Source: an optimization exercise on an open RTL-to-GDS flow (aim: small area and a short achievable clock period). Production flows keep margins and buffers that such runs may drop.
Where RTL was checked, it was by simulation tests only, not by an equivalence proof against the original.
Function not checked in run 1: the RTL went through the layout flow alone.
No driver is modelled on the clock port, so clocking that relies on it looks cheaper here than on a real chip.
Power figures rest on the tool's default switching activity, not on a simulated workload.

===== flow/flow/run.sh =====
#!/bin/bash
# The standard layout with two changes:
#  - Yosys's ABC step maps for area with the script in flow/area.abc
#    (registers, their names and cell types are untouched)
#  - no full/half adder cell extraction (ADDER_MAP_FILE empty)
#  - the resizer may swap cells of any footprint (MATCH_CELL_FOOTPRINT=0)
#  - every port gets the smallest buffer, sky130_fd_sc_hd__buf_1
# Each tool's output goes to a log file in this folder.
set -euo pipefail
HERE=$(pwd)

# synthesis script: the standard flow's, with the ABC script swapped
sed -e 's#^source \$::env(SCRIPTS_DIR)/synth_preamble.tcl$#&\nset abc_args [lreplace $abc_args 1 1 $::env(MY_ABC_SCRIPT)]#' \
    "$FLOW_HOME/scripts/synth.tcl" > my_synth_body.tcl
grep -q MY_ABC_SCRIPT my_synth_body.tcl
sed -e "s#^source \$::env(SCRIPTS_DIR)/synth.tcl\$#source $HERE/my_synth_body.tcl#" \
    synth_recipe.tcl > my_synth_recipe.tcl
grep -q my_synth_body my_synth_recipe.tcl

sed -e "s#SYNTH_SCRIPT=[^ ]*#SYNTH_SCRIPT=$HERE/my_synth_recipe.tcl MATCH_CELL_FOOTPRINT=0#" standard.sh > my_standard.sh
grep -q my_synth_recipe my_standard.sh

export MY_ABC_SCRIPT="$HERE/flow/map.abc"
export BUFFER_PORTS_ARGS="-buffer_cell sky130_fd_sc_hd__buf_1"
export ADDER_MAP_FILE=""
bash my_standard.sh > flow.log 2>&1

===== flow/flow/map.abc =====
&get -n
&st
&dch
&nf
&put
topo
stime -c

===== flow/standard.sh =====
#!/bin/bash
# synth_recipe.tcl (not shown) runs the flow's synth.tcl, then flattens the netlist and writes it again
# the make line also repeats each setting of config.mk as NAME=value (left out here)
make -C /OpenROAD-flow-scripts/flow DESIGN_CONFIG=/design/flow/config.mk WORK_HOME=/design/flow/orfs CLKGATE_MAP_FILE= SYNTH_SCRIPT=/design/flow/synth_recipe.tcl "${@:-finish}"

===== flow/config.mk =====
export PLATFORM = sky130hd
export DESIGN_NAME = exec_stage
export DESIGN_NICKNAME = exec_stage
export VERILOG_FILES = /design/flow/design.v
export SDC_FILE = /design/flow/constraint.sdc
export NUM_CORES = 4
export LEC_CHECK = 0
export CAP_MARGIN = 20
export CORE_MARGIN = 2
export CORE_UTILIZATION = 50
export CTS_BUF_LIST = sky130_fd_sc_hd__clkbuf_8
export CTS_CLUSTER_DIAMETER = 60
export CTS_CLUSTER_SIZE = 20
export SETUP_SLACK_MARGIN = 1.9
export SLEW_MARGIN = 20

===== flow/constraint.sdc =====
create_clock -name core_clock -period 4.5 [get_ports {clk}]
set_input_delay 0.9000 -clock core_clock [delete_from_list [all_inputs] [get_ports {clk}]]
set_output_delay 0.9000 -clock core_clock [all_outputs]
set_load 0.01 [all_outputs]

===== flow/design.v =====
package exec_pkg;
    typedef logic [32-1:0] word_t;     
    typedef logic [5-1:0] shamt_t;   
    typedef enum logic [4:0] {
        ALU_PA   = 5'd0,     
        ALU_PB   = 5'd1,     
        ALU_ADD  = 5'd2,
        ALU_SUB  = 5'd3,
        ALU_SUBU = 5'd4,
        ALU_OR   = 5'd5,
        ALU_AND  = 5'd6,
        ALU_XOR  = 5'd7,
        ALU_NOR  = 5'd8,
        ALU_SLT  = 5'd9,     
        ALU_SLTU = 5'd10,    
        ALU_SLL  = 5'd11,
        ALU_SRL  = 5'd12,
        ALU_SRA  = 5'd13,
        ALU_NOP  = 5'd14
    } alu_op_t;
    typedef enum logic [1:0] {
        A_RS   = 2'd0,       
        A_LINK = 2'd1,       
        A_EXT  = 2'd2,       
        A_SPC  = 2'd3        
    } src_a_t;
    typedef enum logic [1:0] {
        B_RT  = 2'd0,        
        B_EXT = 2'd1         
    } src_b_t;
    typedef enum logic [1:0] {
        FWD_NONE = 2'd0,     
        FWD_ALU  = 2'd1,     
        FWD_MEM  = 2'd2      
    } fwd_t;
    typedef logic [10-1:0] ctrl_t;
endpackage
module alu_logic (
    input  exec_pkg::word_t    p_i,
    input  exec_pkg::word_t    g_i,
    input  exec_pkg::ctrl_t    ctrl_i,
    input  exec_pkg::word_t    shift_i,     
    output exec_pkg::word_t    y_o
);
    localparam int W     = 32;
    localparam int LOG_W = 5;      
    logic [W-1:0] gp [0:LOG_W];      
    logic [W-1:0] pp [0:LOG_W];      
    logic [W-1:0] c;                 
    logic         arith;
    logic         cin;
    exec_pkg::word_t other;          
    exec_pkg::word_t y_c0;           
    exec_pkg::word_t y_c1;           
    logic         signs_differ;
    logic         lt_c0;             
    logic         lt_c1;             
    assign arith = ctrl_i[3];
    assign cin   = ctrl_i[4];
    assign gp[0] = g_i;
    assign pp[0] = p_i;
    for (genvar l = 0; l < LOG_W; l++)
    begin : g_pfx
        localparam int STEP = 1 << l;
        for (genvar i = 0; i < W; i++)
        begin : g_bit
            if (i >= STEP)
            begin : g_op
                assign gp[l+1][i] = gp[l][i] | (pp[l][i] & gp[l][i-STEP]);
                assign pp[l+1][i] = pp[l][i] & pp[l][i-STEP];
            end
            else
            begin : g_pass
                assign gp[l+1][i] = gp[l][i];
                assign pp[l+1][i] = pp[l][i];
            end
        end
    end
    assign c = {gp[LOG_W][W-2:0], cin};
    assign other = ({W{ctrl_i[0]}} & ~(p_i | g_i))
                 | ({W{ctrl_i[1]}}  & p_i)
                 | ({W{ctrl_i[2]}} & g_i);
    assign signs_differ = ~p_i[W-1];
    assign lt_c0 = ctrl_i[6] ? (signs_differ ? g_i[W-1] :  p_i[W-1]) : ~g_i[W-1];
    assign lt_c1 = ctrl_i[6] ? (signs_differ ? g_i[W-1] : ~p_i[W-1]) : ~(g_i[W-1] | p_i[W-1]);
    assign y_c0 = other | ({W{arith}} &  p_i);
    assign y_c1 = other | ({W{arith}} & ~p_i);
    assign y_o[0] = (c[0] ? y_c1[0] : y_c0[0])
                  | (ctrl_i[5] & (c[W-1] ? lt_c1 : lt_c0))
                  | shift_i[0];
    for (genvar i = 1; i < W; i++)
    begin : g_pick
        assign y_o[i] = (c[i] ? y_c1[i] : y_c0[i]) | shift_i[i];
    end
endmodule
module barrel_shifter (
    input  exec_pkg::word_t    value_i,
    input  logic [3:0]         sh_lo_i,
    input  logic [3:0]         sh_hi_i,
    input  logic               sh_16_i,
    input  exec_pkg::ctrl_t    ctrl_i,
    output exec_pkg::word_t    y_o
);
    localparam int W = 32;
    logic             fill;
    logic [W+2:0]     val_f;         
    logic [W+11:0]    sh_a_f;
    logic [W+15:0]    sh_b_f;
    exec_pkg::word_t  sh_a;          
    exec_pkg::word_t  sh_b;          
    exec_pkg::word_t  sh_c;          
    assign fill  = ctrl_i[9] & value_i[W-1];    
    assign val_f = {{3{fill}}, value_i};
    for (genvar i = 0; i < W; i++)
    begin : g_sh_a
        assign sh_a[i] = (sh_lo_i[0] & val_f[i])
                       | (sh_lo_i[1] & val_f[i + 1])
                       | (sh_lo_i[2] & val_f[i + 2])
                       | (sh_lo_i[3] & val_f[i + 3]);
    end
    assign sh_a_f = {{12{fill}}, sh_a};
    for (genvar i = 0; i < W; i++)
    begin : g_sh_b
        assign sh_b[i] = (sh_hi_i[0] & sh_a_f[i])
                       | (sh_hi_i[1] & sh_a_f[i + 4])
                       | (sh_hi_i[2] & sh_a_f[i + 8])
                       | (sh_hi_i[3] & sh_a_f[i + 12]);
    end
    assign sh_b_f = {{16{fill}}, sh_b};
    for (genvar i = 0; i < W; i++)
    begin : g_out
        assign sh_c[i] = sh_16_i ? sh_b_f[i + 16] : sh_b[i];
        assign y_o[i]  = (ctrl_i[7] & sh_c[i])
                       | (ctrl_i[8]  & sh_c[W-1-i]);
    end
endmodule
module operand_select (
    input  logic               clk,
    input  logic               rst,
    input  logic               valid_i,
    input  exec_pkg::alu_op_t  alu_op_i,
    input  exec_pkg::src_a_t   src_a_i,
    input  exec_pkg::src_b_t   src_b_i,
    input  exec_pkg::fwd_t     fwd_a_i,
    input  exec_pkg::fwd_t     fwd_b_i,
    input  exec_pkg::fwd_t     fwd_st_i,
    input  logic               spc_clr_i,
    input  exec_pkg::word_t    rs_i,
    input  exec_pkg::word_t    rt_i,
    input  exec_pkg::word_t    ext_i,
    input  exec_pkg::word_t    pc_i,
    input  exec_pkg::word_t    fw_alu_i,
    input  exec_pkg::word_t    fw_mem_i,
    output logic               valid_o,
    output exec_pkg::ctrl_t    ctrl_o,
    output exec_pkg::word_t    p_o,         
    output exec_pkg::word_t    g_o,         
    output exec_pkg::word_t    store_o,
    output exec_pkg::word_t    spc_o,
    output logic [3:0]         sh_lo_o,     
    output logic [3:0]         sh_hi_o,     
    output logic               sh_16_o      
);
    exec_pkg::word_t st_fwd;
    exec_pkg::word_t link_addr;
    exec_pkg::word_t a_sel;
    exec_pkg::word_t b_sel;
    exec_pkg::ctrl_t ctrl;
    logic            zero_a;
    logic            zero_b;
    exec_pkg::word_t a_op;
    exec_pkg::word_t b_op;
    logic a_rs, a_fa, a_fm, a_link, a_ext, a_spc;
    logic b_rt, b_fa, b_fm, b_ext;
    logic s_rt, s_fa, s_fm;
    assign a_rs   = (src_a_i == exec_pkg::A_RS) & (fwd_a_i == exec_pkg::FWD_NONE);
    assign a_fa   = (src_a_i == exec_pkg::A_RS) & (fwd_a_i == exec_pkg::FWD_ALU);
    assign a_fm   = (src_a_i == exec_pkg::A_RS) & fwd_a_i[1];
    assign a_link = (src_a_i == exec_pkg::A_LINK);
    assign a_ext  = (src_a_i == exec_pkg::A_EXT);
    assign a_spc  = (src_a_i == exec_pkg::A_SPC);
    assign b_rt   = ~src_b_i[0] & (fwd_b_i == exec_pkg::FWD_NONE);
    assign b_fa   = ~src_b_i[0] & (fwd_b_i == exec_pkg::FWD_ALU);
    assign b_fm   = ~src_b_i[0] & fwd_b_i[1];
    assign b_ext  = src_b_i[0];
    assign s_rt   = (fwd_st_i == exec_pkg::FWD_NONE);
    assign s_fa   = (fwd_st_i == exec_pkg::FWD_ALU);
    assign s_fm   = fwd_st_i[1];
    exec_pkg::word_t carry;      
    assign carry[2:0] = 3'b100;
    for (genvar i = 3; i < 32; i++)
    begin : g_inc
        assign carry[i] = &pc_i[i-1:2];
    end
    assign link_addr = pc_i ^ carry;     
    assign a_sel = ({32{a_rs}}   & rs_i)
                 | ({32{a_fa}}   & fw_alu_i)
                 | ({32{a_fm}}   & fw_mem_i)
                 | ({32{a_link}} & link_addr)
                 | ({32{a_ext}}  & ext_i)
                 | ({32{a_spc}}  & spc_o);     
    assign b_sel = ({32{b_rt}}  & rt_i)
                 | ({32{b_fa}}  & fw_alu_i)
                 | ({32{b_fm}}  & fw_mem_i)
                 | ({32{b_ext}} & ext_i);
    assign st_fwd = ({32{s_rt}} & rt_i)
                  | ({32{s_fa}} & fw_alu_i)
                  | ({32{s_fm}} & fw_mem_i);
    always_comb
    begin
        ctrl = '0;
        case (alu_op_i)
            exec_pkg::ALU_PA,                                
            exec_pkg::ALU_PB,                                
            exec_pkg::ALU_XOR:  ctrl[1] = 1'b1;
            exec_pkg::ALU_ADD:  ctrl[3] = 1'b1;
            exec_pkg::ALU_SUB,
            exec_pkg::ALU_SUBU: begin ctrl[3] = 1'b1; ctrl[4] = 1'b1; end
            exec_pkg::ALU_OR:   begin ctrl[1] = 1'b1; ctrl[2] = 1'b1; end
            exec_pkg::ALU_AND:  ctrl[2] = 1'b1;
            exec_pkg::ALU_NOR:  ctrl[0] = 1'b1;
            exec_pkg::ALU_SLT:  begin ctrl[5] = 1'b1; ctrl[6] = 1'b1; ctrl[4] = 1'b1; end
            exec_pkg::ALU_SLTU: begin ctrl[5] = 1'b1; ctrl[4] = 1'b1; end
            exec_pkg::ALU_SLL:  ctrl[8] = 1'b1;
            exec_pkg::ALU_SRL:  ctrl[7] = 1'b1;
            exec_pkg::ALU_SRA:  begin ctrl[7] = 1'b1; ctrl[9] = 1'b1; end
            default: ;           
        endcase
    end
    exec_pkg::word_t b_rev;
    for (genvar i = 0; i < 32; i++)
    begin : g_rev
        assign b_rev[i] = ctrl[8] ? b_sel[32-1-i] : b_sel[i];
    end
    assign zero_a = (alu_op_i == exec_pkg::ALU_PB) | ctrl[8] | ctrl[7];
    assign zero_b = (alu_op_i == exec_pkg::ALU_PA);
    assign a_op   = a_sel & {32{~zero_a}};
    assign b_op   = (b_rev & {32{~zero_b}}) ^ {32{ctrl[4]}};
    always_ff @(posedge clk)
    begin
        if (!rst)
            spc_o <= '0;
        else if (spc_clr_i)
            spc_o <= '0;
        else if (valid_i)
            spc_o <= pc_i;
    end
    always_ff @(posedge clk)
    begin
        if (!rst)
            valid_o <= 1'b0;
        else
            valid_o <= valid_i;
    end
    always_ff @(posedge clk)
    begin
        ctrl_o  <= ctrl;
        p_o     <= a_op ^ b_op;
        g_o     <= {a_op[32-1:1] & b_op[32-1:1],
                    (a_op[0] & b_op[0]) | ((a_op[0] ^ b_op[0]) & ctrl[4])};
        sh_lo_o <= 4'b0001 << a_sel[1:0];
        sh_hi_o <= 4'b0001 << a_sel[3:2];
        sh_16_o <= a_sel[4];
        store_o <= st_fwd;
    end
endmodule
module result_stage (
    input  logic               clk,
    input  logic               rst,
    input  logic               valid_i,
    input  exec_pkg::ctrl_t    ctrl_i,
    input  exec_pkg::word_t    p_i,         
    input  exec_pkg::word_t    g_i,         
    input  exec_pkg::word_t    store_i,
    input  logic [3:0]         sh_lo_i,
    input  logic [3:0]         sh_hi_i,
    input  logic               sh_16_i,
    output logic               valid_o,
    output exec_pkg::word_t    result_o,
    output exec_pkg::word_t    store_data_o
);
    exec_pkg::word_t alu_y;
    exec_pkg::word_t shift_y;
    barrel_shifter i_shifter (
        .value_i  (p_i),
        .sh_lo_i (sh_lo_i),
        .sh_hi_i (sh_hi_i),
        .sh_16_i (sh_16_i),
        .ctrl_i   (ctrl_i),
        .y_o      (shift_y)
    );
    alu_logic i_alu (
        .p_i     (p_i),
        .g_i     (g_i),
        .ctrl_i  (ctrl_i),
        .shift_i (shift_y),
        .y_o     (alu_y)
    );
    always_ff @(posedge clk)
    begin
        if (!rst)
            valid_o <= 1'b0;
        else
            valid_o <= valid_i;
    end
    always_ff @(posedge clk)
    begin
        result_o     <= alu_y;
        store_data_o <= store_i;
    end
endmodule
module exec_stage (
    input  logic               clk,
    input  logic               rst,
    input  logic               valid_i,
    input  exec_pkg::alu_op_t  alu_op_i,
    input  exec_pkg::src_a_t   src_a_i,
    input  exec_pkg::src_b_t   src_b_i,
    input  exec_pkg::fwd_t     fwd_a_i,
    input  exec_pkg::fwd_t     fwd_b_i,
    input  exec_pkg::fwd_t     fwd_st_i,
    input  logic               spc_clr_i,
    input  exec_pkg::word_t    rs_i,
    input  exec_pkg::word_t    rt_i,
    input  exec_pkg::word_t    ext_i,
    input  exec_pkg::word_t    pc_i,
    input  exec_pkg::word_t    fw_alu_i,
    input  exec_pkg::word_t    fw_mem_i,
    output logic               valid_o,
    output exec_pkg::word_t    result_o,
    output exec_pkg::word_t    store_data_o,
    output exec_pkg::word_t    spc_o
);
    logic    op_valid;
    exec_pkg::ctrl_t   op_ctrl;
    exec_pkg::word_t   op_p;
    exec_pkg::word_t   op_g;
    exec_pkg::word_t   op_store;
    logic [3:0]        op_sh_lo;
    logic [3:0]        op_sh_hi;
    logic              op_sh_16;
    operand_select i_operand_select (
        .clk       (clk),
        .rst       (rst),
        .valid_i   (valid_i),
        .alu_op_i  (alu_op_i),
        .src_a_i   (src_a_i),
        .src_b_i   (src_b_i),
        .fwd_a_i   (fwd_a_i),
        .fwd_b_i   (fwd_b_i),
        .fwd_st_i  (fwd_st_i),
        .spc_clr_i (spc_clr_i),
        .rs_i      (rs_i),
        .rt_i      (rt_i),
        .ext_i     (ext_i),
        .pc_i      (pc_i),
        .fw_alu_i  (fw_alu_i),
        .fw_mem_i  (fw_mem_i),
        .valid_o   (op_valid),
        .ctrl_o    (op_ctrl),
        .p_o       (op_p),
        .g_o       (op_g),
        .store_o   (op_store),
        .spc_o     (spc_o),
        .sh_lo_o  (op_sh_lo),
        .sh_hi_o  (op_sh_hi),
        .sh_16_o  (op_sh_16)
    );
    result_stage i_result_stage (
        .clk          (clk),
        .rst          (rst),
        .valid_i      (op_valid),
        .ctrl_i       (op_ctrl),
        .p_i          (op_p),
        .g_i          (op_g),
        .store_i      (op_store),
        .sh_lo_i     (op_sh_lo),
        .sh_hi_i     (op_sh_hi),
        .sh_16_i     (op_sh_16),
        .valid_o      (valid_o),
        .result_o     (result_o),
        .store_data_o (store_data_o)
    );
endmodule

==> run summary, run 1 <==
combined buffer and inverter count along the critical path=2; Max VDD drop=0.280 mV; Pint=3.40 mW; routed vias/inst=6.67; pin count of the biggest net entering global routing=between 90 and 100; Hold Path Stages=0; Top-Level Pins=308; worst hold endpoint=i_result_stage.store_data_o[21]$_DFF_P_; detailed-routing wirelength on met1=20700 um; biggest area contributors in the synthesized netlist=sky130_fd_sc_hd__dfxtp_1 33%, sky130_fd_sc_hd__nand2_1 7.8%, sky130_fd_sc_hd__a222oi_1 5.8%; DRT Pass-1 Iters=10; total number of vias=approximately 16000; largest family of logic cells by synthesized area=simple AND/OR/NAND/NOR gates; highest metal layer used by the detailed router=met4; Startpoint Class=primary input; post-route clock period utilization=0.579; cell area after technology mapping=13100 um2; height of the die=166 um; min-delay worst type=reg -> reg; total overflow reported by the global router=0; routed length on met2=roughly 25000 um; hold slack=~300 ps; violation count after the first detailed-routing iteration=~2200; final routed wire length divided by cell count=~23 um; Setup Skew=50.0 ps; floorplan die width=166 um; maximum clock frequency=0.384 GHz; Worst-Margin Slew=1090 ps; count of cells along the worst register-to-register path=7; XOR/XNOR Fraction of Synth Area=0.0509; CTS HTree Levels=1; Total Neg Setup Slack=0 ps; setup violation total in the final timing report=0; share of final-layout standard cells stronger than drive strength 1=0.0723; first-pass GRT wire length=roughly 83000 um; gp weighted congestion=a little over 1; Syn Area/Cell=7.88 um2; clock transition at the registers of the reported paths=110 ps; ANT nets after route=0; number of placement rows=59; leakage power figure=approximately 5.7 nW; setup slack of the worst register-to-register path=just under 2000 ps; number of nets at the end of the flow=2259; adder and majority gate portion of the synthesized area=0; CTS root buffer=sky130_fd_sc_hd__clkbuf_8; status=complete, no violations; power density relative to cell area=372 nW/um2; die area=roughly 27000 um2; Most used DFF post-synth=sky130_fd_sc_hd__dfxtp_1; Critical Path, Cell by Cell=buf_1, or3b_4, or2_4, clkinvlp_4, nor2_1, nor3_1, xnor2_1, xor2_1; part of the total power dissipated in combinational logic=0.332; Buffers on Ports=306; area growth from synthesis to layout=21.1%; number of synthesized register bits=213; post-synthesis async set-or-reset flop share=0; highest-delay cell along the critical path=sky130_fd_sc_hd__clkinvlp_4; placed wire-length estimate=40300 um; DRC=0; gate family responsible for the most delay along the worst path=simple AND/OR/NAND/NOR gates; area fraction in compound gates after synthesis=0.286; commonest non-fill, non-tap cell in the layout=sky130_fd_sc_hd__buf_1; final hold viol count=0; proportion of synthesized area in mux cells=0.0222; post-synthesis instance total=about 1700; most used cells in the layout excluding fill and tap cells=300 x sky130_fd_sc_hd__buf_1, 268 x sky130_fd_sc_hd__nand2_1, 202 x sky130_fd_sc_hd__dfxtp_1, 177 x sky130_fd_sc_hd__nor2_1, 117 x sky130_fd_sc_hd__a21oi_1; capturing point of the worst reg2reg path=i_result_stage.result_o[24]$_DFF_P_; fillcell total=2434; clock network fraction of design power=0.227; antenna diode instance count=0; maximum net fanout on the critical path=33; worst reg2reg path startpoint=i_operand_select.p_o[28]$_DFF_P_; cell type with the largest total area after synthesis=sky130_fd_sc_hd__dfxtp_1; CTS tree=yes; Seq/Total Area, Yosys=0.326; Core Area=25800 um2; Max transition margin=0.275; power spent charging and discharging nets=2.49 mW; shortest clock period the worst path allows after layout=2600 ps; share of total power in sequential cells=0.441; # clock sinks=213; count of flip-flops with a built-in enable after synthesis=0; Final Worst Setup Slack=between 1500 and 2000 ps; pre-CTS setup slack=1130 ps; setup repair after global routing missed its margin=yes; worst-skew pair later-pin latency=580 ps; antenna violations before repair=0; CP Data Arrival Time=3110 ps; end-of-flow core utilization=0.613; proportion of total power due to net switching=0.423; All-Layer GR Usage=0.374; number of global-route vias before repair=15000; Critical Path RT=5010 ps; kind of critical path=in -> reg; post-synth top area share=0.326; Post-Synthesis Net Count=between 1500 and 2000; Yosys warning total=5; simple-gate share of the synthesized area=0.306; cts bufs inserted=21; final WL=54400 um; total length of routed met3 wires=~6300 um; max-capacitance violation count=0; Initial Util=0.506; source of the worst hold timing path=i_operand_select.store_o[21]$_DFF_P_; Max Slew Vio Count=0; delay contributed by the slowest stage of the critical path=450 ps; element type at the critical path end=flip-flop; number of buffers between clock root and the deepest sink=3; number of distinct standard cells referenced by the synthesized netlist=between 50 and 60
==> power groups by stage <==
stage	Combinational [mW]	Clock (mW)	Sequential, mW
after CTS	1.84	1.35	2.56
final	1.96	1.34	2.60
after floorplan	1.06	0	2.49
after detailed placement	1.80	0	2.60
after global routing	2.11	1.43	2.61
after global placement	1.79	0	2.59
==> how the worst max path moves through the flow <==
stage | from | to | slack (ps) | cells past startpoint
4_1_cts | i_operand_select.p_o[1]$_DFF_P_ | i_result_stage.result_o[16]$_DFF_P_ | 1890 | 6
3_5_place_dp | pc_i[2] | i_operand_select.p_o[31]$_DFF_P_ | 1130 | 7
3_3_place_gp | pc_i[2] | i_operand_select.p_o[31]$_DFF_P_ | 1170 | 7
6_report | alu_op_i[2] | i_operand_select.p_o[25]$_DFF_P_ | 1900 | 8
2_1_floorplan | alu_op_i[4] | i_operand_select.p_o[10]$_DFF_P_ | 1810 | 5
5_1_grt | alu_op_i[2] | i_operand_select.p_o[25]$_DFF_P_ | 1820 | 8
==> area by class of cell <==
class	instances	area, um2	area share
well taps	335	419	0.0265
clock inverters	14	148	0.00933
inverters	30	116	0.00735
clock buffers	23	317	0.0200
multi-input cells	1415	8900	0.562
flip-flops and latches	213	4280	0.270
repair buffers	367	1650	0.104
==> kinds of logic after synthesis <==
logic type,Yosys count
simple gates,780
xor+xnor,76
flops,213
buf+inv,30
compound gates,530
mux,29
==> what timing repair did <==
item / 4_1_cts / 5_1_grt
buffers inserted: 5 / 11
gates resized for setup: 12 / 29
endpoints found under the setup margin: 28 / 46
hold buffers: 0 / 0
pin swaps: 6 / 12
==> state kept, by name (all words and copies together) (netlist names), 4 cells and up <==
name	cells
i_result_stage.result_o	32
i_operand_select.spc_o	32
i_operand_select.p_o	32
i_operand_select.store_o	32
i_result_stage.store_data_o	32
i_operand_select.ctrl_o	10
i_operand_select.sh_lo_o	4
i_operand_select.sh_hi_o	4
i_operand_select.g_o	32
==> layer usage <==
layer	global-route usage	vias to the layer above
li1	-	7296
met1	0.474	7461
met3	0.0846	164
met4	0.179	0
met2	0.604	1072
met5	0	-
==> cells in the mapped netlist (14+ instances only) <==
| library cell | number |
|---|---|
| sky130_fd_sc_hd__nor3_1 | 54 |
| sky130_fd_sc_hd__dfxtp_1 | 213 |
| sky130_fd_sc_hd__a221oi_1 | 29 |
| sky130_fd_sc_hd__a222oi_1 | 76 |
| sky130_fd_sc_hd__nor2_1 | 179 |
| sky130_fd_sc_hd__a22oi_1 | 79 |
| sky130_fd_sc_hd__or4b_1 | 32 |
| sky130_fd_sc_hd__nand3_1 | 48 |
| sky130_fd_sc_hd__o21ai_0 | 94 |
| sky130_fd_sc_hd__nor2b_1 | 14 |
| sky130_fd_sc_hd__mux2i_1 | 29 |
| sky130_fd_sc_hd__nand2_1 | 270 |
| sky130_fd_sc_hd__a31oi_1 | 18 |
| sky130_fd_sc_hd__nor4_1 | 16 |
| sky130_fd_sc_hd__nor3b_1 | 21 |
| sky130_fd_sc_hd__a221o_1 | 17 |
| sky130_fd_sc_hd__xnor2_1 | 50 |
| sky130_fd_sc_hd__a21oi_1 | 119 |
| sky130_fd_sc_hd__xor2_1 | 26 |
| sky130_fd_sc_hd__nand4bb_1 | 32 |
| sky130_fd_sc_hd__nand4_1 | 48 |
| sky130_fd_sc_hd__clkinv_1 | 30 |
| sky130_fd_sc_hd__a21boi_0 | 21 |
| sky130_fd_sc_hd__nand3b_1 | 35 |
==> metrics by stage <==
stage	instances	instance area [um2]	total power, mW
2_1_floorplan	1658	13200	3.55
3_3_place_gp	2344	15100	4.38
3_5_place_dp	2344	15100	4.41
4_1_cts	2386	15700	5.75
5_1_grt	2397	15800	6.15
6_report	2397	15800	5.89
==> run 2: changes to the inputs <==
--- a/flow/design.v
+++ b/flow/design.v
@@ -46,4 +46,4 @@
     localparam int LOG_W = 5;      
-    logic [W-1:0] gp [0:LOG_W];      
-    logic [W-1:0] pp [0:LOG_W];      
+    logic [W-1:0] gp [0:LOG_W+1];    
+    logic [W-1:0] pp [0:LOG_W+1];    
     logic [W-1:0] c;                 
@@ -61,8 +61,9 @@
     assign pp[0] = p_i;
-    for (genvar l = 0; l < LOG_W; l++)
+    for (genvar l = 0; l <= LOG_W; l++)
     begin : g_pfx
-        localparam int STEP = 1 << l;
         for (genvar i = 0; i < W; i++)
         begin : g_bit
-            if (i >= STEP)
+            localparam int STEP = (l == 0 || l == LOG_W) ? 1 : (1 << l);
+            localparam bit ODD  = (i % 2) == 1;
+            if ((l < LOG_W) ? (ODD && i >= STEP) : (!ODD && i >= 1))
             begin : g_op
@@ -78,3 +79,3 @@
     end
-    assign c = {gp[LOG_W][W-2:0], cin};
+    assign c = {gp[LOG_W+1][W-2:0], cin};
     assign other = ({W{ctrl_i[0]}} & ~(p_i | g_i))
==> run summary, run 2 <==
most frequent cell after synthesis=sky130_fd_sc_hd__nand2_1 (unchanged); total number of vias=14400 (was 16000); cell area after technology mapping=11800 um2 (was 13100 um2); shortest clock period the worst path allows after layout=2620 ps (was 2600 ps); gp weighted congestion=1.00 (was 1.02); number of buffers between clock root and the deepest sink=3 (unchanged); area growth from synthesis to layout=23.7% (was 21.1%); min-delay worst type=reg -> reg (unchanged); largest family of logic cells by synthesized area=compound AO/OA/AOI/OAI gates (was simple AND/OR/NAND/NOR gates); total length of routed met3 wires=5970 um (was 6320 um); capturing point of the worst reg2reg path=i_result_stage.result_o[26]$_DFF_P_ (was i_result_stage.result_o[24]$_DFF_P_); count of cells along the worst register-to-register path=6 (was 7); status=complete, no violations (unchanged); count of flip-flops with a built-in enable after synthesis=0 (unchanged); number of placement rows=56 (was 59); final hold viol count=0 (unchanged); CTS HTree Levels=1 (unchanged); pin count of the biggest net entering global routing=37 (was 97); area fraction in compound gates after synthesis=0.304 (was 0.286); routed length on met2=21800 um (was 24900 um); number of global-route vias before repair=12700 (was 15000); Initial Util=0.505 (was 0.506); Critical path origin=i_operand_select.p_o[22]$_DFF_P_ (was alu_op_i[2]); post-synthesis async set-or-reset flop share=0 (unchanged); leakage power figure=5.55 nW (was 5.68 nW); share of final-layout standard cells stronger than drive strength 1=0.0850 (was 0.0723); cell count after placement=2132 (was 2344); share of total power in sequential cells=0.448 (was 0.441); Critical Path RT=4890 ps (was 5010 ps); placed wire-length estimate=36200 um (was 40300 um); final WL=49800 um (was 54400 um); Most used DFF post-synth=sky130_fd_sc_hd__dfxtp_1 (unchanged); adder and majority gate portion of the synthesized area=0 (unchanged); element type at the critical path end=flip-flop (unchanged); biggest area contributors in the synthesized netlist=sky130_fd_sc_hd__dfxtp_1 36%, sky130_fd_sc_hd__a222oi_1 11%, sky130_fd_sc_hd__nand2_1 9.2% (was sky130_fd_sc_hd__dfxtp_1 33%, sky130_fd_sc_hd__nand2_1 7.8%, sky130_fd_sc_hd__a222oi_1 5.8%); power spent charging and discharging nets=2.32 mW (was 2.49 mW); Yosys warning total=5 (unchanged); highest metal layer used by the detailed router=met5 (was met4); CP Data Arrival Time=3010 ps (was 3110 ps); Startpoint Class=flip-flop (was primary input); source of the worst hold timing path=i_operand_select.store_o[4]$_DFF_P_ (was i_operand_select.store_o[21]$_DFF_P_); routed vias/inst=6.58 (was 6.67); area of all sequential standard cells=4300 um2 (was 4280 um2); post-route clock period utilization=0.583 (was 0.579); proportion of total power due to net switching=0.408 (was 0.423); detailed-routing wirelength on met1=18800 um (was 20700 um); most frequent cells after synthesis=289 x sky130_fd_sc_hd__nand2_1, 213 x sky130_fd_sc_hd__dfxtp_1, 188 x sky130_fd_sc_hd__nor2_1, 127 x sky130_fd_sc_hd__a222oi_1, 102 x sky130_fd_sc_hd__a21oi_1 (was 270 x sky130_fd_sc_hd__nand2_1, 213 x sky130_fd_sc_hd__dfxtp_1, 179 x sky130_fd_sc_hd__nor2_1, 119 x sky130_fd_sc_hd__a21oi_1, 94 x sky130_fd_sc_hd__o21ai_0); worst reg2reg path startpoint=i_operand_select.p_o[22]$_DFF_P_ (was i_operand_select.p_o[28]$_DFF_P_); Top-Level Pins=308 (unchanged); power density relative to cell area=391 nW/um2 (was 372 nW/um2); antenna diode instance count=0 (unchanged); Max Slew Vio Count=0 (unchanged); setup repair after global routing missed its margin=no (was yes); area occupied by multi-input gates=7710 um2 (was 8900 um2); violation count after the first detailed-routing iteration=2325 (was 2199); total overflow reported by the global router=0 (unchanged); Max VDD drop=0.329 mV (was 0.280 mV); Core Area=23300 um2 (was 25800 um2); filler-free cell count of the finished design=2189 (was 2397); final routed wire length divided by cell count=22.8 um (was 22.7 um); Pint=3.37 mW (was 3.40 mW); die area=24800 um2 (was 27400 um2); number of distinct standard cells referenced by the synthesized netlist=46 (was 53); clock transition at the registers of the reported paths=110 ps (about the same); post-synth top area share=0.363 (was 0.326); antenna violations before repair=1 (was 0); number of nets at the end of the flow=2067 (was 2259); maximum clock frequency=0.381 GHz (was 0.384 GHz); All-Layer GR Usage=0.381 (was 0.374); Buffers on Ports=306 (unchanged); XOR/XNOR Fraction of Synth Area=0.0663 (was 0.0509); Post-Synthesis Net Count=1684 (was 1869); maximum net fanout on the critical path=11 (was 33); number of synthesized register bits=213 (unchanged); max-capacitance violation count=0 (unchanged); Total Neg Setup Slack=0 ps (unchanged); CTS tree=yes (unchanged); height of the die=157 um (was 166 um); setup slack of the worst register-to-register path=1880 ps (was 1930 ps); # clock sinks=213 (unchanged); CTS root buffer=sky130_fd_sc_hd__clkbuf_8 (unchanged); setup violation total in the final timing report=0 (unchanged); Worst-Margin Slew=919 ps (was 1090 ps); Seq/Total Area, Yosys=0.363 (was 0.326); fillcell total=2188 (was 2434); post-synthesis instance total=1473 (was 1658); Max transition margin=0.384 (was 0.275); proportion of synthesized area in mux cells=0.0272 (was 0.0222); Syn Area/Cell=7.98 um2 (was 7.88 um2); termination of the worst setup path=i_result_stage.result_o[26]$_DFF_P_ (was i_operand_select.p_o[25]$_DFF_P_); first-pass GRT wire length=73200 um (was 83300 um); kind of critical path=reg -> reg (was in -> reg); cell type with the largest total area after synthesis=sky130_fd_sc_hd__dfxtp_1 (unchanged); DRC=0 (unchanged); most used cells in the layout excluding fill and tap cells=303 x sky130_fd_sc_hd__buf_1, 288 x sky130_fd_sc_hd__nand2_1, 191 x sky130_fd_sc_hd__dfxtp_1, 186 x sky130_fd_sc_hd__nor2_1, 127 x sky130_fd_sc_hd__a222oi_1 (was 300 x sky130_fd_sc_hd__buf_1, 268 x sky130_fd_sc_hd__nand2_1, 202 x sky130_fd_sc_hd__dfxtp_1, 177 x sky130_fd_sc_hd__nor2_1, 117 x sky130_fd_sc_hd__a21oi_1); simple-gate share of the synthesized area=0.236 (was 0.306); worst-skew pair later-pin latency=570 ps (was 580 ps); part of the total power dissipated in combinational logic=0.313 (was 0.332); DRT Pass-1 Iters=14 (was 10); commonest non-fill, non-tap cell in the layout=sky130_fd_sc_hd__buf_1 (unchanged); floorplan die width=157 um (was 166 um); Setup Skew=24.4 ps (was 50.0 ps); cts bufs inserted=20 (was 21); ANT nets after route=0 (unchanged); clock network fraction of design power=0.239 (was 0.227)
[run 2: kinds of logic (layout without fill, tap and decap cells)]
family	Yosys count	in the layout
compound gates	481	481
xor+xnor	89	89
buf+inv	14	411
flops	213	213
mux	32	32
simple gates	644	644
[run 2: metrics by stage]
stage / setup slack, ps / area, um2 / util / hold WS, ps / power, mW
6_report: 1880 / 14500 / 0.625 / 324 / 5.68
4_1_cts: 1830 / 14300 / 0.614 / 322 / 5.55
3_5_place_dp: 1080 / 13700 / 0.590 / 312 / 4.17
5_1_grt: 1860 / 14500 / 0.625 / 324 / 5.93
3_3_place_gp: 1180 / 13700 / 0.590 / 311 / 4.16
2_1_floorplan: 1760 / 11900 / - / 310 / 3.44
[run 2: worst max-delay path, stage by stage (launching register included)]
cell and delay, ps:
sky130_fd_sc_hd__dfxtp_1 510, sky130_fd_sc_hd__a222oi_1 490, sky130_fd_sc_hd__a21boi_0 200, sky130_fd_sc_hd__nor4_2 490, sky130_fd_sc_hd__a22oi_1 210, sky130_fd_sc_hd__a221oi_1 340, sky130_fd_sc_hd__o21ai_1 190
[run 2: power by group through the flow]
stage / sequential [mW] / clock (mW) / combinational, mW
2_1_floorplan: 2.47 / 0 / 0.967
3_3_place_gp: 2.54 / 0 / 1.61
3_5_place_dp: 2.55 / 0 / 1.63
4_1_cts: 2.51 / 1.38 / 1.66
5_1_grt: 2.56 / 1.45 / 1.92
6_report: 2.55 / 1.36 / 1.78
[run 2: area by class of cell]
class | count | share of cell area
clock buffer | 21 | 0.0199
clock inverter | 15 | 0.0125
inverter | 14 | 0.00387
multi-input combinational | 1246 | 0.530
sequential | 213 | 0.296
tap | 319 | 0.0274
timing repair buffer | 360 | 0.110
timing repair inverter | 1 | 0.000516
[run 2: repair_timing]
action / in CTS / in global routing
cloned: 1 / 0
setup buffers: 2 / 17
resized for setup: 25 / 43
hold buffers: 0 / 0
endpoints found under the setup margin: 65 / 76
pin swaps: 4 / 10
[run 2: worst min-delay path by stage]
stage                                                          to  slack (ps)  cells after the start
after floorplan            i_result_stage.store_data_o[0]$_DFF_P_         310                      0
after CTS                  i_result_stage.store_data_o[4]$_DFF_P_         320                      0
final                      i_result_stage.store_data_o[4]$_DFF_P_         320                      0
after global routing       i_result_stage.store_data_o[4]$_DFF_P_         320                      0
after global placement    i_result_stage.store_data_o[25]$_DFF_P_         310                      0
after detailed placement  i_result_stage.store_data_o[11]$_DFF_P_         310                      0
[run 2: routing by layer]
metal | up-vias | global-route usage
met3 | 206 | 0.0851
li1 | 6494 | -
met4 | 2 | 0.205
met5 | - | 0
met1 | 6607 | 0.489
met2 | 1092 | 0.595
==> run 3: changes to the inputs <==
--- a/flow/config.mk
+++ b/flow/config.mk
@@ -11,5 +11,5 @@
 export CTS_BUF_LIST = sky130_fd_sc_hd__clkbuf_8
-export CTS_CLUSTER_DIAMETER = 60
-export CTS_CLUSTER_SIZE = 20
-export SETUP_SLACK_MARGIN = 1.9
+export CTS_CLUSTER_DIAMETER = 50
+export CTS_CLUSTER_SIZE = 16
+export SETUP_SLACK_MARGIN = 2.05
 export SLEW_MARGIN = 20
==> run summary, run 3 <==
status=complete, no violations (unchanged); Most used DFF post-synth=sky130_fd_sc_hd__dfxtp_1 (unchanged); number of buffers between clock root and the deepest sink=3 (unchanged); number of placement rows=56 (unchanged); first-pass GRT wire length=72000 um (was 73200 um); detailed-routing wirelength on met1=19200 um (was 18800 um); total length of routed met3 wires=5870 um (was 5970 um); CP Data Arrival Time=2900 ps (was 3010 ps); critical path's most frequent cell=sky130_fd_sc_hd__a221o_1; total overflow reported by the global router=0 (unchanged); Max transition margin=0.286 (was 0.384); cell type with the largest total area after synthesis=sky130_fd_sc_hd__dfxtp_1 (unchanged); most frequent cells after synthesis=289 x sky130_fd_sc_hd__nand2_1, 213 x sky130_fd_sc_hd__dfxtp_1, 188 x sky130_fd_sc_hd__nor2_1, 127 x sky130_fd_sc_hd__a222oi_1, 102 x sky130_fd_sc_hd__a21oi_1 (unchanged); Startpoint Class=flip-flop (unchanged); number of nets at the end of the flow=2087 (was 2067); post-synth top area share=0.363 (unchanged); routed length on met2=21900 um (was 21800 um); share of final-layout standard cells stronger than drive strength 1=0.111 (was 0.0850); Hold Path Stages=0 (unchanged); count of flip-flops with a built-in enable after synthesis=0 (unchanged); height of the die=157 um (unchanged); worst hold endpoint=i_result_stage.store_data_o[3]$_DFF_P_ (was i_result_stage.store_data_o[4]$_DFF_P_); maximum clock frequency=0.404 GHz (was 0.381 GHz); Core Area=23300 um2 (unchanged); Total Neg Setup Slack=0 ps (unchanged); worst-skew pair later-pin latency=580 ps (was 570 ps); element type at the critical path end=flip-flop (unchanged); ANT nets after route=0 (unchanged); Top-Level Pins=308 (unchanged); DRT Pass-1 Iters=15 (was 14); commonest non-fill, non-tap cell in the layout=sky130_fd_sc_hd__buf_1 (unchanged); worst reg2reg path startpoint=i_operand_select.p_o[1]$_DFF_P_ (was i_operand_select.p_o[22]$_DFF_P_); All-Layer GR Usage=0.376 (was 0.381); end-of-flow core utilization=0.640 (was 0.625); setup repair after global routing missed its margin=yes (was no); CTS root buffer=sky130_fd_sc_hd__clkbuf_8 (unchanged); maximum net fanout on the critical path=7 (was 11); CTS tree=yes (unchanged); Setup Skew=28.8 ps (was 24.4 ps); biggest area contributors in the synthesized netlist=sky130_fd_sc_hd__dfxtp_1 36%, sky130_fd_sc_hd__a222oi_1 11%, sky130_fd_sc_hd__nand2_1 9.2% (unchanged); setup violation total in the final timing report=0 (unchanged); # clock sinks=213 (unchanged); number of global-route vias before repair=12700 (about the same); Buffers on Ports=306 (unchanged); hold slack=328 ps (was 324 ps); Critical Path RT=4930 ps (was 4890 ps); source of the worst hold timing path=i_operand_select.store_o[3]$_DFF_P_ (was i_operand_select.store_o[4]$_DFF_P_); floorplan die width=157 um (unchanged); Yosys warning total=5 (unchanged); Max Slew Vio Count=0 (unchanged); capturing point of the worst reg2reg path=i_result_stage.result_o[27]$_DFF_P_ (was i_result_stage.result_o[26]$_DFF_P_); delay contributed by the slowest stage of the critical path=390 ps (was 510 ps); power density relative to cell area=392 nW/um2 (was 391 nW/um2); final WL=49900 um (was 49800 um); post-synthesis instance total=1473 (unchanged); die area=24800 um2 (unchanged); gp weighted congestion=0.928 (was 1.00); cts bufs inserted=24 (was 20); post-synthesis async set-or-reset flop share=0 (unchanged); routed vias/inst=6.50 (was 6.58); gate family responsible for the most delay along the worst path=compound AO/OA/AOI/OAI gates (unchanged); Max VDD drop=0.226 mV (was 0.329 mV); most frequent cell after synthesis=sky130_fd_sc_hd__nand2_1 (unchanged); violation count after the first detailed-routing iteration=2406 (was 2325); number of buffers added to fix hold violations after cts=0 (unchanged); count of cells along the worst register-to-register path=8 (was 6); cell area after technology mapping=11800 um2 (unchanged); area growth from synthesis to layout=26.6% (was 23.7%); Post-Synthesis Net Count=1684 (unchanged); Seq/Total Area, Yosys=0.363 (unchanged); highest-delay cell along the critical path=sky130_fd_sc_hd__dfxtp_4 (was sky130_fd_sc_hd__dfxtp_1); final hold viol count=0 (unchanged); Critical Path, Cell by Cell=a21oi_4, buf_4, o221ai_4, a21o_1, a221o_1, a31o_1, a221o_1, o211ai_1 (was a222oi_1, a21boi_0, nor4_2, a22oi_1, a221oi_1, o21ai_1); Syn Area/Cell=7.98 um2 (unchanged); highest metal layer used by the detailed router=met4 (was met5); number of distinct standard cells referenced by the synthesized netlist=46 (unchanged); kind of critical path=reg -> reg (unchanged); min-delay worst type=reg -> reg (unchanged); shortest clock period the worst path allows after layout=2470 ps (was 2620 ps); antenna violations before repair=2 (was 1); placed wire-length estimate=35900 um (was 36200 um); CTS HTree Levels=1 (unchanged); most used cells in the layout excluding fill and tap cells=301 x sky130_fd_sc_hd__buf_1, 287 x sky130_fd_sc_hd__nand2_1, 187 x sky130_fd_sc_hd__dfxtp_1, 185 x sky130_fd_sc_hd__nor2_1, 127 x sky130_fd_sc_hd__a222oi_1 (was 303 x sky130_fd_sc_hd__buf_1, 288 x sky130_fd_sc_hd__nand2_1, 191 x sky130_fd_sc_hd__dfxtp_1, 186 x sky130_fd_sc_hd__nor2_1, 127 x sky130_fd_sc_hd__a222oi_1); DRC=0 (unchanged); leakage power figure=5.70 nW (was 5.55 nW); number of synthesized register bits=213 (unchanged); post-route clock period utilization=0.549 (was 0.583); combined buffer and inverter count along the critical path=1 (was 0); Worst-Margin Slew=1070 ps (was 919 ps); max-capacitance violation count=0 (unchanged); fillcell total=2191 (was 2188); pin count of the biggest net entering global routing=37 (unchanged); total number of vias=14400 (about the same); setup slack of the worst register-to-register path=2030 ps (was 1880 ps); clock transition at the registers of the reported paths=100 ps (was 110 ps); Initial Util=0.505 (unchanged); final routed wire length divided by cell count=22.6 um (was 22.8 um)
==> run 3: cell counts after synthesis <==
Identical to the previous run, type by type.
==> run 3: through the flow <==
stage | cells | setup WS (ps) | power (mW) | instance area [um2]
2_1_floorplan | 1473 | 1770 | 3.44 | 11900
3_3_place_gp | 2135 | 1360 | 4.16 | 13700
3_5_place_dp | 2135 | 1350 | 4.17 | 13700
4_1_cts | 2186 | 1970 | 5.62 | 14500
5_1_grt | 2212 | 1910 | 6.07 | 14900
6_report | 2213 | 2030 | 5.83 | 14900
==> run 3: timing repair <==
action / 4_1_cts / 5_1_grt
pin swaps: 10 / 44
endpoints found under the setup margin: 48 / 78
gates resized for setup: 42 / 71
cloned: 0 / 1
endpoints found under the hold margin: 0 / 0
setup buffers: 9 / 24
==> run 3: worst max-delay path by stage <==
stage	startpoint	end	slack, ps	cells past startpoint
final	i_operand_select.p_o[1]$_DFF_P_	i_result_stage.result_o[27]$_DFF_P_	2030	8
after floorplan	fwd_a_i[0]	i_operand_select.p_o[2]$_DFF_P_	1770	7
after CTS	i_operand_select.sh_lo_o[1]$_SDFF_PP0_	i_result_stage.result_o[31]$_DFF_P_	1970	8
after global routing	i_operand_select.sh_lo_o[0]$_SDFF_PP0_	i_result_stage.result_o[31]$_DFF_P_	1910	8
after detailed placement	pc_i[3]	i_operand_select.p_o[24]$_DFF_P_	1350	9
after global placement	i_operand_select.sh_lo_o[0]$_SDFF_PP0_	i_result_stage.result_o[31]$_DFF_P_	1360	7
==> run 3: cell type report <==
cell class	instances	area, um2	share of cell area
Tap cell	319	399	0.0268
Timing Repair Buffer	376	1730	0.116
Inverter	14	60.1	0.00403
Clock buffer	25	344	0.0231
Antenna cell	2	5.00	0.000336
Multi-Input combinational cell	1246	7860	0.528
Clock inverter	17	170	0.0114
Sequential cell	213	4310	0.290
Timing Repair inverter	1	7.51	0.000504
==> run 3: worst reg2reg max path, cell delays in order, from the launching register on <==
cell and delay (ps):
sky130_fd_sc_hd__dfxtp_4 390, sky130_fd_sc_hd__a21oi_4 250, sky130_fd_sc_hd__buf_4 170, sky130_fd_sc_hd__o221ai_4 140, sky130_fd_sc_hd__a21o_1 220, sky130_fd_sc_hd__a221o_1 330
sky130_fd_sc_hd__a31o_1 270, sky130_fd_sc_hd__a221o_1 360, sky130_fd_sc_hd__o211ai_1 200
==> run 3: cell families after synthesis <==
group | share of synthesized area
XOR/XNOR | 0.0663
buffers and inverters | 0.00447
AND/OR/NAND/NOR | 0.236
multiplexers | 0.0272
AO/OA/AOI/OAI | 0.304
flip-flops | 0.363
==> run 3: where the power goes <==
group	switching (mW)	total [mW]	internal, mW
combinational	1.14	1.89	0.750
clock	0.824	1.40	0.572
sequential	0.410	2.55	2.14
total	2.37	5.83	3.46
==> run 3: layer usage <==
layer	GRT usage	up-vias
li1	-	6524
met1	0.495	6580
met2	0.577	1086
met3	0.0812	196
met4	0.198	0
met5	0	-
==> run 4: changes to the inputs <==
--- a/flow/flow/run.sh
+++ b/flow/flow/run.sh
@@ -25,2 +25,6 @@
 export ADDER_MAP_FILE=""
+# after CTS: the result register's clock arrives later (flow/skew.tcl)
+export POST_CTS_TCL="$HERE/flow/skew.tcl"
+export SKEW_STAGES=2
+export SKEW_CELL=sky130_fd_sc_hd__clkbuf_4
 bash my_standard.sh > flow.log 2>&1
==> flow/flow/skew.tcl (new file) <==
# Post-CTS step: clock the result register (i_result_stage.result_o*) a
# little later than the rest, through extra clock buffers on its leaf
# clock nets. Its inputs all come from the operand stage's registers, so
# the later clock only lends time to those register-to-register paths
# (it takes time from the result_o output paths). Then re-run the timing
# repair with the new clock arrivals.
set stages [expr {[info exists ::env(SKEW_STAGES)] ? $::env(SKEW_STAGES) : 2}]
set cell   [expr {[info exists ::env(SKEW_CELL)] ? $::env(SKEW_CELL) : "sky130_fd_sc_hd__clkbuf_4"}]
set block  [ord::get_db_block]
set master [[ord::get_db] findMaster $cell]

set groups [dict create]
foreach inst [$block getInsts] {
  if {[string match {i_result_stage.result_o*} [$inst getName]]} {
    set net [[$inst findITerm CLK] getNet]
    dict lappend groups [$net getName] $inst
  }
}

set k 0
dict for {netname insts} $groups {
  set src [$block findNet $netname]
  set sx 0; set sy 0
  foreach inst $insts {
    set loc [$inst getLocation]
    incr sx [lindex $loc 0]; incr sy [lindex $loc 1]
  }
  set cx [expr {$sx / [llength $insts]}]
  set cy [expr {$sy / [llength $insts]}]
  set drv $src
  for {set s 0} {$s < $stages} {incr s} {
    set buf [odb::dbInst_create $block $master "clkskew_${k}_${s}"]
    set out [odb::dbNet_create $block "clkskew_net_${k}_${s}"]
    $out setSigType CLOCK
    [$buf findITerm A] connect $drv
    [$buf findITerm X] connect $out
    $buf setLocation $cx $cy
    $buf setPlacementStatus PLACED
    set drv $out
  }
  foreach inst $insts {
    set ck [$inst findITerm CLK]
    $ck disconnect
    $ck connect $drv
  }
  puts "clock skew: [llength $insts] result registers on $netname moved behind $stages x $cell"
  incr k
}

detailed_placement
check_placement -verbose
estimate_parasitics -placement
report_clock_skew
repair_timing_helper
detailed_placement
check_placement -verbose
--- a/flow/config.mk
+++ b/flow/config.mk
@@ -13,3 +13,3 @@
 export CTS_CLUSTER_SIZE = 16
-export SETUP_SLACK_MARGIN = 2.05
+export SETUP_SLACK_MARGIN = 2.2
 export SLEW_MARGIN = 20
==> run summary, run 4 <==
most frequent cells after synthesis=289 x sky130_fd_sc_hd__nand2_1, 213 x sky130_fd_sc_hd__dfxtp_1, 188 x sky130_fd_sc_hd__nor2_1, 127 x sky130_fd_sc_hd__a222oi_1, 102 x sky130_fd_sc_hd__a21oi_1 (unchanged); Worst-Margin Slew=939 ps (was 1070 ps); maximum clock frequency=0.434 GHz (was 0.404 GHz); total overflow reported by the global router=0 (unchanged); fillcell total=2105 (was 2191); CP Data Arrival Time=2760 ps (was 2900 ps); DRC=0 (unchanged); total number of vias=14700 (was 14400); number of synthesized register bits=213 (unchanged); Top-Level Pins=308 (unchanged); capturing point of the worst reg2reg path=i_result_stage.result_o[31]$_DFF_P_ (was i_result_stage.result_o[27]$_DFF_P_); shortest clock period the worst path allows after layout=2300 ps (was 2470 ps); Max transition margin=0.373 (was 0.286); final hold viol count=0 (unchanged); final WL=51600 um (was 49900 um); placed wire-length estimate=35600 um (was 35900 um); end-of-flow core utilization=0.653 (was 0.640); Max VDD drop=0.242 mV (was 0.226 mV); routed vias/inst=6.57 (was 6.50); leakage power figure=5.84 nW (was 5.70 nW); Seq/Total Area, Yosys=0.363 (unchanged); Core Area=23300 um2 (unchanged); maximum net fanout on the critical path=15 (was 7); termination of the worst setup path=i_operand_select.p_o[18]$_DFF_P_ (was i_result_stage.result_o[27]$_DFF_P_); post-synthesis async set-or-reset flop share=0 (unchanged); first-pass GRT wire length=76100 um (was 72000 um); final routed wire length divided by cell count=23.2 um (was 22.6 um); power density relative to cell area=407 nW/um2 (was 392 nW/um2); most frequent cell after synthesis=sky130_fd_sc_hd__nand2_1 (unchanged); element type at the critical path end=flip-flop (unchanged); post-synthesis instance total=1473 (unchanged); kind of critical path=in -> reg (was reg -> reg); part of the total power dissipated in combinational logic=0.306 (was 0.324); # clock sinks=213 (unchanged); Critical Path RT=4960 ps (was 4930 ps); height of the die=157 um (unchanged); clock network fraction of design power=0.276 (was 0.239); All-Layer GR Usage=0.396 (was 0.376); share of final-layout standard cells stronger than drive strength 1=0.126 (was 0.111); status=complete, no violations (unchanged); worst reg2reg path startpoint=i_operand_select.sh_lo_o[1]$_SDFF_PP0_ (was i_operand_select.p_o[1]$_DFF_P_); post-route clock period utilization=0.512 (was 0.549); setup repair after global routing missed its margin=yes (unchanged); share of total power in sequential cells=0.417 (was 0.437); ANT nets after route=0 (unchanged); count of flip-flops with a built-in enable after synthesis=0 (unchanged); power spent charging and discharging nets=2.49 mW (was 2.37 mW); die area=24800 um2 (unchanged); number of global-route vias before repair=13100 (was 12700); number of distinct standard cells referenced by the synthesized netlist=46 (unchanged); clock transition at the registers of the reported paths=100 ps (about the same); DRT Pass-1 Iters=13 (was 15); number of placement rows=56 (unchanged); setup violation total in the final timing report=0 (unchanged); Max Slew Vio Count=0 (unchanged); proportion of total power due to net switching=0.403 (was 0.407); min-delay worst type=reg -> reg (unchanged); antenna diode instance count=0 (was 2); pin count of the biggest net entering global routing=37 (unchanged); Total Neg Setup Slack=0 ps (unchanged); worst-skew pair later-pin latency=840 ps (was 580 ps); post-synth top area share=0.363 (unchanged); max-capacitance violation count=0 (unchanged); number of nets at the end of the flow=2103 (was 2087); Yosys warning total=5 (unchanged); area growth from synthesis to layout=29.2% (was 26.6%); commonest non-fill, non-tap cell in the layout=sky130_fd_sc_hd__buf_1 (unchanged); Syn Area/Cell=7.98 um2 (unchanged); hold slack=253 ps (was 328 ps); cell area after technology mapping=11800 um2 (unchanged); Most used DFF post-synth=sky130_fd_sc_hd__dfxtp_1 (unchanged); floorplan die width=157 um (unchanged); Buffers on Ports=306 (unchanged); Startpoint Class=primary input (was flip-flop); biggest area contributors in the synthesized netlist=sky130_fd_sc_hd__dfxtp_1 36%, sky130_fd_sc_hd__a222oi_1 11%, sky130_fd_sc_hd__nand2_1 9.2% (unchanged); Post-Synthesis Net Count=1684 (unchanged); Pint=3.69 mW (was 3.46 mW); Initial Util=0.505 (unchanged); violation count after the first detailed-routing iteration=2619 (was 2406); antenna violations before repair=2 (unchanged); Critical path origin=alu_op_i[2] (was i_operand_select.p_o[1]$_DFF_P_); count of cells along the worst register-to-register path=8 (unchanged); most used cells in the layout excluding fill and tap cells=297 x sky130_fd_sc_hd__buf_1, 288 x sky130_fd_sc_hd__nand2_1, 187 x sky130_fd_sc_hd__dfxtp_1, 183 x sky130_fd_sc_hd__nor2_1, 127 x sky130_fd_sc_hd__a222oi_1 (was 301 x sky130_fd_sc_hd__buf_1, 287 x sky130_fd_sc_hd__nand2_1, 187 x sky130_fd_sc_hd__dfxtp_1, 185 x sky130_fd_sc_hd__nor2_1, 127 x sky130_fd_sc_hd__a222oi_1); gp weighted congestion=0.968 (was 0.928); Setup Skew=294 ps (was 28.8 ps); source of the worst hold timing path=i_operand_select.g_o[15]$_DFF_P_ (was i_operand_select.store_o[3]$_DFF_P_); CTS tree=yes (unchanged); setup slack of the worst register-to-register path=2250 ps (was 2030 ps); cell type with the largest total area after synthesis=sky130_fd_sc_hd__dfxtp_1 (unchanged)
-- run 4: power by group through the flow --
stage	clock network (mW)	logic, mW	registers [mW]
5_1_grt	1.82	2.03	2.60
2_1_floorplan	0	0.968	2.47
3_5_place_dp	0	1.58	2.58
6_report	1.71	1.89	2.58
3_3_place_gp	0	1.56	2.57
-- run 4: worst max-delay path, stage by stage --
cell and delay, ps:
sky130_fd_sc_hd__clkbuf_2 170, sky130_fd_sc_hd__or3b_4 440, sky130_fd_sc_hd__nor2_2 350, sky130_fd_sc_hd__a21o_2 520
sky130_fd_sc_hd__xnor2_1 190, sky130_fd_sc_hd__xor2_1 170
-- run 4: how the worst min path moves through the flow --
| stage | endpoint | slack, ps | cells after the start |
|---|---|---|---|
| 2_1_floorplan | i_result_stage.store_data_o[0]$_DFF_P_ | 310 | 0 |
| 3_3_place_gp | i_result_stage.store_data_o[0]$_DFF_P_ | 310 | 0 |
| 3_5_place_dp | i_result_stage.store_data_o[21]$_DFF_P_ | 310 | 0 |
| 5_1_grt | i_result_stage.result_o[15]$_DFF_P_ | 280 | 2 |
| 6_report | i_result_stage.result_o[15]$_DFF_P_ | 250 | 2 |
-- run 4: logic make-up after synthesis --
family	synth area share
XOR/XNOR	0.0663
multiplexers	0.0272
AO/OA/AOI/OAI	0.304
AND/OR/NAND/NOR	0.236
buffers and inverters	0.00447
flip-flops	0.363
-- run 4: layout make-up, without the clock buffers --
class                   instances  area (um2)  area share
well taps                     319         399      0.0263
plain buffers                  16         120     0.00790
multi-input cells            1247        7930       0.522
inverters                      14        60.1     0.00395
repair inverters                1        7.51    0.000494
flip-flops and latches        213        4320       0.284
clock inverters                17         181      0.0119
repair buffers                374        1790       0.118
-- run 4: per-stage QoR --
step                total power [mW]  cell area, um2  cells  worst slack, ps
finish                          6.18           15200   2229             2200
global route                    6.44           15200   2229             2160
global placement                4.14           13700   2127             1140
detailed placement              4.16           13700   2127             1100
floorplan                       3.44           11900   1473             1770
-- run 4: layer usage --
metal  vias to the layer above  track usage  wire length (um)
met2                      1117        0.611             22700
met4                         4        0.186              2890
met1                      6767        0.530             19500
li1                       6572            -                 -
met3                       193       0.0812              6540
met5                         -            0                27
==> run 5: changes to the inputs <==
--- a/flow/config.mk
+++ b/flow/config.mk
@@ -13,3 +13,3 @@
 export CTS_CLUSTER_SIZE = 16
-export SETUP_SLACK_MARGIN = 2.2
+export SETUP_SLACK_MARGIN = 2.3
 export SLEW_MARGIN = 20
==> run summary, run 5 <==
status=complete, no violations (unchanged); gp weighted congestion=0.996 (was 0.968); Power, Total=6.35 mW (was 6.18 mW); shortest clock period the worst path allows after layout=2240 ps (was 2300 ps); post-route cell area=16000 um2 (was 15200 um2); die area=24800 um2 (unchanged); number of placement rows=56 (unchanged); commonest non-fill, non-tap cell in the layout=sky130_fd_sc_hd__nand2_1 (was sky130_fd_sc_hd__buf_1); biggest area contributors in the synthesized netlist=sky130_fd_sc_hd__dfxtp_1 36%, sky130_fd_sc_hd__a222oi_1 11%, sky130_fd_sc_hd__nand2_1 9.2% (unchanged); Core Area=23300 um2 (unchanged); total number of vias=14900 (was 14700); placed wire-length estimate=36600 um (was 35600 um); worst reg2reg path startpoint=i_operand_select.sh_lo_o[0]$_SDFF_PP0_ (was i_operand_select.sh_lo_o[1]$_SDFF_PP0_); Most used DFF post-synth=sky130_fd_sc_hd__dfxtp_1 (unchanged); All-Layer GR Usage=0.403 (was 0.396); floorplan die width=157 um (unchanged); pin count of the biggest net entering global routing=37 (unchanged); highest-delay cell along the critical path=sky130_fd_sc_hd__a222oi_1 (was sky130_fd_sc_hd__a21o_2); maximum net fanout on the critical path=8 (was 15); final hold viol count=0 (unchanged); DRC=0 (unchanged); Top-Level Pins=308 (unchanged); clock transition at the registers of the reported paths=90 ps (was 100 ps); maximum clock frequency=0.446 GHz (was 0.434 GHz); post-synth top area share=0.363 (unchanged); kind of critical path=reg -> reg (was in -> reg); Buffers on Ports=306 (unchanged); Post-Synthesis Net Count=1684 (unchanged); combined buffer and inverter count along the critical path=1 (unchanged); DRT Pass-1 Iters=10 (was 13); ANT nets after route=0 (unchanged); leakage power figure=6.32 nW (was 5.84 nW); # clock sinks=213 (unchanged); CP Data Arrival Time=2890 ps (was 2760 ps); min-delay worst type=reg -> reg (unchanged); height of the die=157 um (unchanged); setup repair after global routing missed its margin=yes (unchanged); end-of-flow core utilization=0.689 (was 0.653); cell area after technology mapping=11800 um2 (unchanged); cell type with the largest total area after synthesis=sky130_fd_sc_hd__dfxtp_1 (unchanged); Worst-Margin Slew=889 ps (was 939 ps); total overflow reported by the global router=0 (unchanged); power density relative to cell area=396 nW/um2 (was 407 nW/um2); Initial Util=0.505 (unchanged); Max transition margin=0.404 (was 0.373); Max Slew Vio Count=0 (unchanged); max-capacitance violation count=0 (unchanged); number of synthesized register bits=213 (unchanged); number of distinct standard cells referenced by the synthesized netlist=46 (unchanged); most used cells in the layout excluding fill and tap cells=285 x sky130_fd_sc_hd__nand2_1, 257 x sky130_fd_sc_hd__buf_1, 176 x sky130_fd_sc_hd__dfxtp_1, 161 x sky130_fd_sc_hd__nor2_1, 127 x sky130_fd_sc_hd__a222oi_1 (was 297 x sky130_fd_sc_hd__buf_1, 288 x sky130_fd_sc_hd__nand2_1, 187 x sky130_fd_sc_hd__dfxtp_1, 183 x sky130_fd_sc_hd__nor2_1, 127 x sky130_fd_sc_hd__a222oi_1); final routed wire length divided by cell count=24.3 um (was 23.2 um); setup violation total in the final timing report=0 (unchanged); post-synthesis instance total=1473 (unchanged); Critical Path RT=5140 ps (was 4960 ps); count of flip-flops with a built-in enable after synthesis=0 (unchanged); Critical path origin=i_operand_select.sh_lo_o[0]$_SDFF_PP0_ (was alu_op_i[2]); final WL=55000 um (was 51600 um); worst-skew pair later-pin latency=850 ps (was 840 ps); number of global-route vias before repair=13100 (about the same); antenna violations before repair=1 (was 2); Startpoint Class=flip-flop (was primary input); gate family responsible for the most delay along the worst path=compound AO/OA/AOI/OAI gates (was simple AND/OR/NAND/NOR gates); Max VDD drop=0.282 mV (was 0.242 mV); first-pass GRT wire length=77000 um (was 76100 um); Syn Area/Cell=7.98 um2 (unchanged); most frequent cell after synthesis=sky130_fd_sc_hd__nand2_1 (unchanged); Total Neg Setup Slack=0 ps (unchanged); routed vias/inst=6.61 (was 6.57); fillcell total=2028 (was 2105); CTS tree=yes (unchanged); post-route clock period utilization=0.499 (was 0.512); Yosys warning total=5 (unchanged); area growth from synthesis to layout=36.3% (was 29.2%); number of nets at the end of the flow=2132 (was 2103); most frequent cells after synthesis=289 x sky130_fd_sc_hd__nand2_1, 213 x sky130_fd_sc_hd__dfxtp_1, 188 x sky130_fd_sc_hd__nor2_1, 127 x sky130_fd_sc_hd__a222oi_1, 102 x sky130_fd_sc_hd__a21oi_1 (unchanged); post-synthesis async set-or-reset flop share=0 (unchanged); share of final-layout standard cells stronger than drive strength 1=0.197 (was 0.126); violation count after the first detailed-routing iteration=2735 (was 2619); delay contributed by the slowest stage of the critical path=470 ps (was 520 ps); Setup Skew=294 ps (about the same); element type at the critical path end=flip-flop (unchanged); Placement Cell Area=13700 um2 (about the same); source of the worst hold timing path=i_operand_select.g_o[15]$_DFF_P_ (unchanged); Critical Path, Cell by Cell=buf_8, a222oi_1, nand2_1, a221o_1, a21oi_4, a22oi_2, a22oi_1, o211ai_1 (was clkbuf_2, or3b_4, nor2_2, a21o_2, xnor2_1, xor2_1); Seq/Total Area, Yosys=0.363 (unchanged)
-- run 5: area by class of cell, without the clock buffers --
type | instances | area, um2 | area share
Multi-Input combinational cell | 1247 | 8280 | 0.516
Sequential cell | 213 | 4330 | 0.270
Timing Repair Buffer | 404 | 2260 | 0.141
Tap cell | 319 | 399 | 0.0249
Clock inverter | 20 | 215 | 0.0134
Buffer | 14 | 105 | 0.00656
Inverter | 14 | 56.3 | 0.00351
Timing Repair inverter | 1 | 7.51 | 0.000468
Antenna cell | 1 | 2.50 | 0.000156
-- run 5: final timing paths --
check                                                      endpoint  slack, ps  cells past startpoint
worst min register to register  i_result_stage.result_o[15]$_DFF_P_        310                      2
worst max-delay path            i_result_stage.result_o[27]$_DFF_P_       2260                      8
worst max register to register  i_result_stage.result_o[27]$_DFF_P_       2260                      8
worst min-delay path            i_result_stage.result_o[15]$_DFF_P_        310                      2
-- run 5: cells by family (layout without fill, tap and decap cells) --
| kind of cell | after synthesis | count (layout) | synth area share |
|---|---|---|---|
| and+or+nand+nor | 644 | 644 | 0.236 |
| AOI/OAI and AO/OA | 481 | 482 | 0.304 |
| DFF | 213 | 213 | 0.363 |
| xor gates and xnor gates | 89 | 89 | 0.0663 |
| muxes | 32 | 32 | 0.0272 |
| buffers and inverters | 14 | 481 | 0.00447 |
| other | 0 | 1 | 0 |
-- run 5: through the flow --
| step | hold slack (ps) | std cells | worst slack, ps |
|---|---|---|---|
| after floorplan | 310 | 1473 | 1770 |
| after global placement | 310 | 2131 | 1110 |
| after detailed placement | 312 | 2131 | 1130 |
| after global routing | 334 | 2260 | 2190 |
| final | 313 | 2261 | 2260 |
-- run 5: metal layers --
layer	vias up	part of all wire	track usage	wire, um
li1	6629	-	-	-
met1	6893	0.36	0.528	19600
met2	1204	0.44	0.630	24200
met3	216	0.13	0.0801	7300
met4	0	0.070	0.206	3840
met5	-	0	0	0
-- run 5: worst min-delay path: stages, from the launching register on --
cell	delay [ps]
sky130_fd_sc_hd__dfxtp_1	360
sky130_fd_sc_hd__a222oi_1	80
sky130_fd_sc_hd__nand3_1	100
-- run 5: report_power, final --
part,internal [mW],switching (mW),total [mW]
clock,0.787,0.941,1.73
sequential,2.14,0.419,2.56
combinational,0.846,1.21,2.06

-- static timing again, ports no longer ideal --
The flow's constraints put no driver on any port. The routed layouts listed below were extracted and timed again, unchanged, in two steps. Step 1: set_driving_cell puts a clkbuf_16 on clk and a buf_2 on each other input, an assumption about the parent block. Step 2 moves the port delays by t, midway between the first and last clock arrival at a register: inputs arrive t later, outputs are due t later. That takes back most of the time a late clock gives input paths. a / b / c = ideal / step 1 / step 2; a / b = the first two.
run | t, ns | setup slack, ns | hold WS [ns] | pins driven straight from the clock port
run 1 | 0.604 | 1.895 / 1.924 / 1.320 | 0.304 / 0.304 / 0.304 | 1
run 2 | 0.609 | 1.876 / 1.876 / 1.314 | 0.324 / 0.324 / 0.324 | 1
run 3 | 0.609 | 2.028 / 2.028 / 1.446 | 0.328 / 0.328 / 0.328 | 1
run 4 | 0.740 | 2.196 / 2.212 / 1.472 | 0.253 / 0.253 / 0.253 | 1
run 5 | 0.751 | 2.256 / 2.256 / 1.519 | 0.313 / 0.313 / 0.313 | 1
After both steps every run listed still meets setup and hold. For run 5, which loses most, drivers alone change the setup slack by 0.000 ns; drivers and shift together by -0.737 ns.
